Context: an optimization exercise on an open-source flow, tuned for small area, a short achievable clock period and few clock cycles per item. The choices shown serve that exercise and are no tape-out recipe. In this exercise RTL edits were held to simulation tests only and were not proved equivalent to the original.

## design/flow/run.sh

```bash
#!/bin/bash
# synth_recipe.tcl (not shown) runs the flow's synth.tcl, then flattens the netlist and writes it again
# the make line also repeats each setting of config.mk as NAME=value (left out here)
make -C /OpenROAD-flow-scripts/flow DESIGN_CONFIG=/design/flow/config.mk WORK_HOME=/design/flow/orfs CLKGATE_MAP_FILE= SYNTH_SCRIPT=/design/flow/synth_recipe.tcl finish
```

## design/flow/design.v

```verilog
module mmm_nlp_modexp #(
   parameter int DW = 256,
   parameter int EW = 256
) (
   input  logic          i_clk,
   input  logic          i_rst,
   input  logic          i_valid,
   output logic          o_ready,
   input  logic [DW-1:0] i_m,
   input  logic [EW-1:0] i_e,
   input  logic [DW-1:0] i_n,
   input  logic [DW-1:0] i_r2,
   output logic          o_valid,
   input  logic          i_ready,
   output logic [DW-1:0] o_res,
   output logic          o_err
);
   localparam int K  = 4;
   localparam int ND = 64;
   localparam int W  = 261;
   localparam int CW = 7;
   localparam logic [1:0] ST_IDLE = 2'd0, ST_SCAN = 2'd1, ST_PROD = 2'd2, ST_DONE = 2'd3;
   localparam logic [1:0] OP_CONV = 2'd0, OP_SQR = 2'd1, OP_MUL = 2'd2, OP_POST = 2'd3;
   logic [1:0]    r_state;
   logic [1:0]    r_op;
   logic          r_ready;
   logic          r_valid;
   logic          r_err;
   logic [DW-1:0] r_n;
   logic [K-1:0]  r_np;       
   logic [EW-1:0] r_e;
   logic [8:0]    r_bits;     
   logic [DW-1:0] r_a;        
   logic [DW-1:0] r_m;        
   logic          r_ym;       
   logic [DW:0]   r_s;        
   logic [DW:0]   r_c;
   logic          r_cin;
   logic [K-1:0]  r_xd;       
   logic [CW-1:0] r_cnt;      
   logic [CW-1:0] r_nxt;      
   logic [DW-1:0] w_y;
   logic [K-1:0]  w_u;
   logic [K-1:0]  w_q;
   logic [W-1:0]  rs_ext, rc_ext;
   logic [W-1:0]  xy0, qn0;
   logic [W-1:0]  xy1, qn1;
   logic [W-1:0]  xy2, qn2;
   logic [W-1:0]  xy3, qn3;
   logic [W-1:0]  t1;
   logic [W-1:0]  t2;
   logic [W-1:0]  t3;
   logic [W-1:0]  t4;
   logic [W-1:0]  t5;
   logic [W-1:0]  t6;
   logic [W-1:0]  t7;
   logic [W-1:0]  t8;
   logic [W-1:0]  t9;
   logic [W-1:0]  t10;
   logic [W-1:0]  t11;
   logic [W-1:0]  t12;
   logic [W-1:0]  t13;
   logic [W-1:0]  t14;
   logic [W-1:0]  t15;
   logic [W-1:0]  t16;
   assign w_y = r_ym ? r_m : r_a;
   assign w_u = r_s[K-1:0] + r_c[K-1:0] + K'(r_cin) + K'(r_xd * w_y[K-1:0]);
   assign w_q = K'(w_u * r_np);
   assign rs_ext = W'(r_s);
   assign rc_ext = W'(r_c);
   assign xy0 = W'(r_xd[0] ? w_y : '0) << 0;
   assign xy1 = (W'(r_xd[1] ? w_y : '0) << 1) | W'(r_cin);
   assign xy2 = W'(r_xd[2] ? w_y : '0) << 2;
   assign xy3 = W'(r_xd[3] ? w_y : '0) << 3;
   assign qn0 = W'(w_q[0] ? r_n : '0) << 0;
   assign qn1 = W'(w_q[1] ? r_n : '0) << 1;
   assign qn2 = W'(w_q[2] ? r_n : '0) << 2;
   assign qn3 = W'(w_q[3] ? r_n : '0) << 3;
   assign t1 = rs_ext ^ rc_ext ^ xy0;
   assign t2 = {(((rs_ext & rc_ext) | (rs_ext & xy0) | (rc_ext & xy0)) ), 1'b0} ;
   assign t3 = xy1 ^ xy2 ^ xy3;
   assign t4 = {(((xy1 & xy2) | (xy1 & xy3) | (xy2 & xy3)) ), 1'b0} ;
   assign t5 = t1 ^ t2 ^ t3;
   assign t6 = {(((t1 & t2) | (t1 & t3) | (t2 & t3)) ), 1'b0} ;
   assign t7 = t5 ^ t6 ^ t4;
   assign t8 = {(((t5 & t6) | (t5 & t4) | (t6 & t4)) ), 1'b0} ;
   assign t9 = t7 ^ t8 ^ qn0;
   assign t10 = {(((t7 & t8) | (t7 & qn0) | (t8 & qn0)) ), 1'b0} ;
   assign t11 = qn1 ^ qn2 ^ qn3;
   assign t12 = {(((qn1 & qn2) | (qn1 & qn3) | (qn2 & qn3)) ), 1'b0} ;
   assign t13 = t9 ^ t10 ^ t11;
   assign t14 = {(((t9 & t10) | (t9 & t11) | (t10 & t11)) ), 1'b0} ;
   assign t15 = t13 ^ t14 ^ t12;
   assign t16 = {(((t13 & t14) | (t13 & t12) | (t14 & t12)) ), 1'b0} ;
   logic [DW:0] w_ns, w_nc;
   logic        w_ncin;
   assign w_ns   = t15[W-1:K];
   assign w_nc   = t16[W-1:K];
   assign w_ncin = |{t15[K-1:0], t16[K-1:0]};
   logic          w_cpa2;
   logic [DW+2:0] w_sum;
   logic [DW-1:0] w_res;
   assign w_cpa2 = (r_cnt == CW'(ND + 1));
   assign w_sum  = {2'b00, r_s} + {1'b0, w_cpa2, r_c} + {{(DW+2){1'b0}}, r_cin};
   assign w_res  = w_sum[DW+2] ? w_sum[DW-1:0] : r_s[DW-1:0];
   function automatic logic [K-1:0] neg_inv(input logic [K-1:0] n);
      logic [K-1:0] x;
      logic [K-1:0] t;
      x = n;
      for (int i = 0; i < 4; i++) begin
         t = n * x;
         t = 2 - t;
         x = x * t;
      end
      neg_inv = 0 - x;
   endfunction
   logic [K-1:0] w_adig [ND];
   for (genvar g = 0; g < ND; g++) begin : g_dig
      assign w_adig[g] = r_a[g*K +: K];
   end
   always_ff @(posedge i_clk) begin
      r_np <= neg_inv(r_n[K-1:0]);
      if (i_rst) begin
         r_state <= ST_IDLE;
         r_ready <= 1'b1;
         r_valid <= 1'b0;
         r_err   <= 1'b0;
      end else begin
         case (r_state)
            ST_IDLE: begin
               if (i_valid) begin
                  r_ready <= 1'b0;
                  r_n     <= i_n;
                  r_e     <= i_e;
                  r_bits  <= 9'd256;
                  r_m     <= i_r2;
                  r_ym    <= 1'b1;
                  r_op    <= OP_CONV;
                  if (!i_n[0]) begin
                     r_a     <= '0;
                     r_err   <= 1'b1;
                     r_valid <= 1'b1;
                     r_state <= ST_DONE;
                  end else begin
                     r_a     <= i_m;
                     r_err   <= 1'b0;
                     r_state <= ST_SCAN;
                  end
               end
            end
            ST_SCAN: begin
               r_s   <= '0;
               r_c   <= '0;
               r_cin <= 1'b0;
               r_cnt <= '0;
               r_nxt <= CW'(1);
               if (r_bits == 9'd0) begin
                  r_a     <= DW'(1);
                  r_xd    <= K'(1);
                  r_state <= ST_PROD;
               end else begin
                  r_e    <= r_e << 1;
                  r_bits <= r_bits - 9'd1;
                  r_xd   <= w_adig[0];
                  if (r_e[EW-1]) r_state <= ST_PROD;
               end
            end
            ST_PROD: begin
               r_cnt <= r_nxt;
               r_nxt <= r_nxt + CW'(1);
               if (r_cnt < CW'(ND)) begin
                  r_s   <= w_ns;
                  r_c   <= w_nc;
                  r_cin <= w_ncin;
                  r_xd  <= w_adig[r_nxt[CW-1:0] < CW'(ND) ? r_nxt : '0];
               end else if (!w_cpa2) begin
                  r_s   <= w_sum[DW:0];
                  r_c   <= ~{1'b0, r_n};
                  r_cin <= 1'b1;
               end else begin
                  r_s   <= '0;
                  r_c   <= '0;
                  r_cin <= 1'b0;
                  r_cnt <= '0;
                  r_nxt <= CW'(1);
                  r_xd  <= w_res[K-1:0];
                  r_a   <= w_res;
                  case (r_op)
                     OP_CONV: begin
                        r_m <= w_res;
                        if (r_bits == 9'd0) begin
                           r_m  <= DW'(1);
                           r_ym <= 1'b1;
                           r_op <= OP_POST;
                        end else begin
                           r_ym <= 1'b0;
                           r_op <= OP_SQR;
                        end
                     end
                     OP_SQR: begin
                        r_e    <= r_e << 1;
                        r_bits <= r_bits - 9'd1;
                        if (r_e[EW-1]) begin
                           r_ym <= 1'b1;
                           r_op <= OP_MUL;
                        end else if (r_bits == 9'd1) begin
                           r_m  <= DW'(1);
                           r_ym <= 1'b1;
                           r_op <= OP_POST;
                        end else begin
                           r_ym <= 1'b0;
                           r_op <= OP_SQR;
                        end
                     end
                     OP_MUL: begin
                        if (r_bits == 9'd0) begin
                           r_m  <= DW'(1);
                           r_ym <= 1'b1;
                           r_op <= OP_POST;
                        end else begin
                           r_ym <= 1'b0;
                           r_op <= OP_SQR;
                        end
                     end
                     default: begin
                        r_valid <= 1'b1;
                        r_state <= ST_DONE;
                     end
                  endcase
               end
            end
            default: begin
               if (i_ready) begin
                  r_valid <= 1'b0;
                  r_ready <= 1'b1;
                  r_state <= ST_IDLE;
               end
            end
         endcase
      end
   end
   assign o_ready = r_ready;
   assign o_valid = r_valid;
   assign o_res   = r_a;
   assign o_err   = r_err;
endmodule
```

## design/flow/config.mk

```make
export PLATFORM = sky130hd
export DESIGN_NAME = mmm_nlp_modexp
export DESIGN_NICKNAME = mmm_nlp_modexp
export VERILOG_FILES = /design/flow/design.v
export SDC_FILE = /design/flow/constraint.sdc
export NUM_CORES = 4
export LEC_CHECK = 0
export CAP_MARGIN = 30
export CORE_MARGIN = 2
export CORE_UTILIZATION = 30
export PLACE_DENSITY = 0.45
export SLEW_MARGIN = 20
```

## design/flow/constraint.sdc

```tcl
create_clock -name core_clock -period 11.0 [get_ports {i_clk}]
set_input_delay 2.2000 -clock core_clock [delete_from_list [all_inputs] [get_ports {i_clk}]]
set_output_delay 2.2000 -clock core_clock [all_outputs]
set_load 0.01 [all_outputs]
```

==> impl_metrics.toml <==
[worst_setup_path]
cp.buffers_inverters = 7
crit_slowest_cell = "buf_4"
path_max_fanout = 124
crit_family = "adder cells"
timing.rr.start = "r_ym$_SDFFCE_PN1P_"
r2r_slack_ps = 2930
critPathRequiredTime_ps = 11680
cpPeakStageDelay_ps = 660
critical_path_class = "register to register"
end_kind = "register"
crit_start = "r_ym$_SDFFCE_PN1P_"
arrival_ps = 8750
startpoint_type = "register"
path_common_cell = "fa_1"

[timing]
fin_tns_setup_ps = 0
final.min_clock_period_ps = 8070
max_freq_mhz = 124
skew_ps = 60.8
finalSetupViolCount = 0
tightest_slew_ps = 1290
rsz0062_at_grt = "no"
slew-limit-headroom_pct = 14.2
holdWs_ps = 522
slew_violations = 0
final_hold_viol_count = 0
final.period_utilization_pct = 73.3

[outcome]
outcome = "no timing/DRC/antenna violations"

[drt]
drt_pass1_iterations = 5
wl_per_cell_um = 32.5
via_count = 111000
wl_met2_um = 318000
drc = 0
drt-initial-drc-count = 9568
wl_met3_um = 46300
via_per_inst = 5.17
wirelength_um = 695000
postRouteAntennaNets = 0
wl_met1_um = 280000
highest-signal-layer = "met5"

[global_routing]
track_usage_pct = 27.5
grt_pass1_wl_um = 962000
grt_overflow_total = 0
grt_pass1_vias = 116000
grt_max_degree = 165
antenna_found_initial = 144

[cts]
post-cts-setup-buffers = 0
cts_htree_levels = 4
cts_tree = "built"
cts_buffer_depth = 4
cts-root-buf = "clkbuf_16"
cts.sinks = 1578
clk_transition_reported_paths_ps = 60
clk_latency_ps = 980
cts_made_buffers = 223
cts-resized-gates = 0
ctsHoldBuffers = 0

[floorplanning]
die_area_um2 = 497000
row_count = 257
core_region_area_um2 = 489000
ios = 1287
die_w_um = 705
die_h_um = 705
start_util_pct = 30.1

[hold_path]
min_from = "r_state[1]$_SDFFE_PP0P_"
hp-class = "register to register"

[synthesis]
synth_most_common_cell = "fa_1"
yosys.area.top_type_share_pct = 32.0
synth-edff-count = 1569
avgSynthCellArea_um2 = 10.8
synthTopCellsByCount = "fa_1 (2050), inv_1 (1911), edfxtp_1 (1569)"
ys_warn_count = 2
synth.distinct_cells = 95
ys_seq_area_share_pct = 32.1
synth.area.top_cells = "edfxtp_1 (32%), fa_1 (28%), inv_1 (4.9%), mux2i_1 (3.4%), nor2b_1 (3.4%)"
synthesis.area_um2 = 147000
syn_inst = 13700
synth_top_area_cell = "edfxtp_1"
synth-seq-cells = 1578
ys.flop_type = "edfxtp_1"
synth_async_sr_flop_share_pct = 0

[finish]
nets = 18000
layout-drive-gt1-share_pct = 5.69
utilization_pct = 35.8
area_growth_pct = 18.8

[place]
port_buffers = 1286
dp_hpwl_um = 556000
gp_congestion = 0.964

[run]
maxCapViolCount = 0
## routing by layer
layer  GRT usage, %  vias up
met4           15.9       80
li1               -    47500
met5              0        -
met3           5.41     1026
met2           44.0     3879
met1           34.8    58100
## state kept, by name (all words and copies together), names as in the netlist, 2 cells and up
signal / cells
r_c: 257
r_s: 257
r_a: 256
r_e: 256
r_m: 256
r_n: 256
r_bits: 9
r_cnt: 7
r_nxt: 7
r_np: 4
r_xd: 4
r_op: 2
r_state: 2
## logic make-up (layout without fill, tap and decap cells)
group	Yosys count	count (layout)	synth area share (%)
muxes	758	758	5.37
AOI/OAI and AO/OA	2288	2288	10.2
buffers and inverters	2587	3774	6.71
other	2	60	0.00510
xor gates and xnor gates	279	279	1.68
adders and majority gates	2346	2346	30.4
and+or+nand+nor	3831	3831	13.6
DFF	1578	1578	32.1
## worst register-to-register path, delay by kind of cell (launching register included)
family	cells	cell delay, ps
adders and majority gates	9	3210
muxes	1	440
AOI/OAI and AO/OA	1	210
xor gates and xnor gates	5	870
DFF	1	330
and+or+nand+nor	3	590
buffers and inverters	7	2190
## through the flow
stage	area (um^2)	setup WS, ps	cells
after CTS	175000	2940	21300
after global placement	167000	3060	20900
after global routing	175000	2530	21400
after floorplan	147000	-2660	13700
after detailed placement	167000	2980	20900
final	175000	2930	21400
## final timing paths
path,to,cells past startpoint
max,r_s[136]$_SDFFCE_PN0P_,26
min,r_state[1]$_SDFFE_PP0P_,2
max reg2reg,r_s[136]$_SDFFCE_PN0P_,26
min reg2reg,r_state[1]$_SDFFE_PP0P_,2
## cell usage in the layout, fill, tap and decap left out, drive strengths merged, types with 257 or more instances in the layout
master / synthesis / layout
fa: 2050 / 2050
inv: 1913 / 1922
edfxtp: 1569 / 1569
clkdlybuf4s50: 0 / 1286
nand2: 1162 / 1162
nor2b: 798 / 798
and2: 797 / 797
o21ai: 797 / 797
mux2i: 501 / 501
a21oi: 467 / 467
nor2: 373 / 373
ha: 296 / 296
a22o: 283 / 283
nand2b: 272 / 272
clkbuf: 565 / 263
mux2: 257 / 257
## cell type report
cell class | instances | area, um^2
Tap cell | 6475 | 8100
Inverter | 1913 | 7190
Clock inverter | 145 | 1510
Antenna cell | 57 | 143
Sequential cell | 1578 | 47300
Fill cell | 49500 | 314000
Timing Repair Buffer | 1454 | 14700
Multi-Input combinational cell | 9505 | 90400
Clock buffer | 262 | 5790
Testbench counts, summed over its fixed seeds: cycles 607,932, items 24.

[what the ideal ports hide]
In the flow no input, the clock included, has a driving cell. The finished layout below was timed again as built, in two steps. Step 1: set_driving_cell puts a clkbuf_16 on i_clk and a buf_2 on each other input, an assumption about the parent block. Step 2 moves the port delays by t, midway between the first and last clock arrival at a register: inputs arrive t later, outputs are due t later. That takes back most of the time a late clock gives input paths. a / b / c = ideal ports / drivers / drivers and shift; a / b = the first two.
t, ns: 1.075
slack for setup (ns): 2.932 / 2.932 / 2.932
worst data-port slew with drivers (ns): 0.37
After both steps setup and hold are still met in this run. The setup slack of this run moves by 0.000 ns with the drivers and by 0.000 ns with both steps.
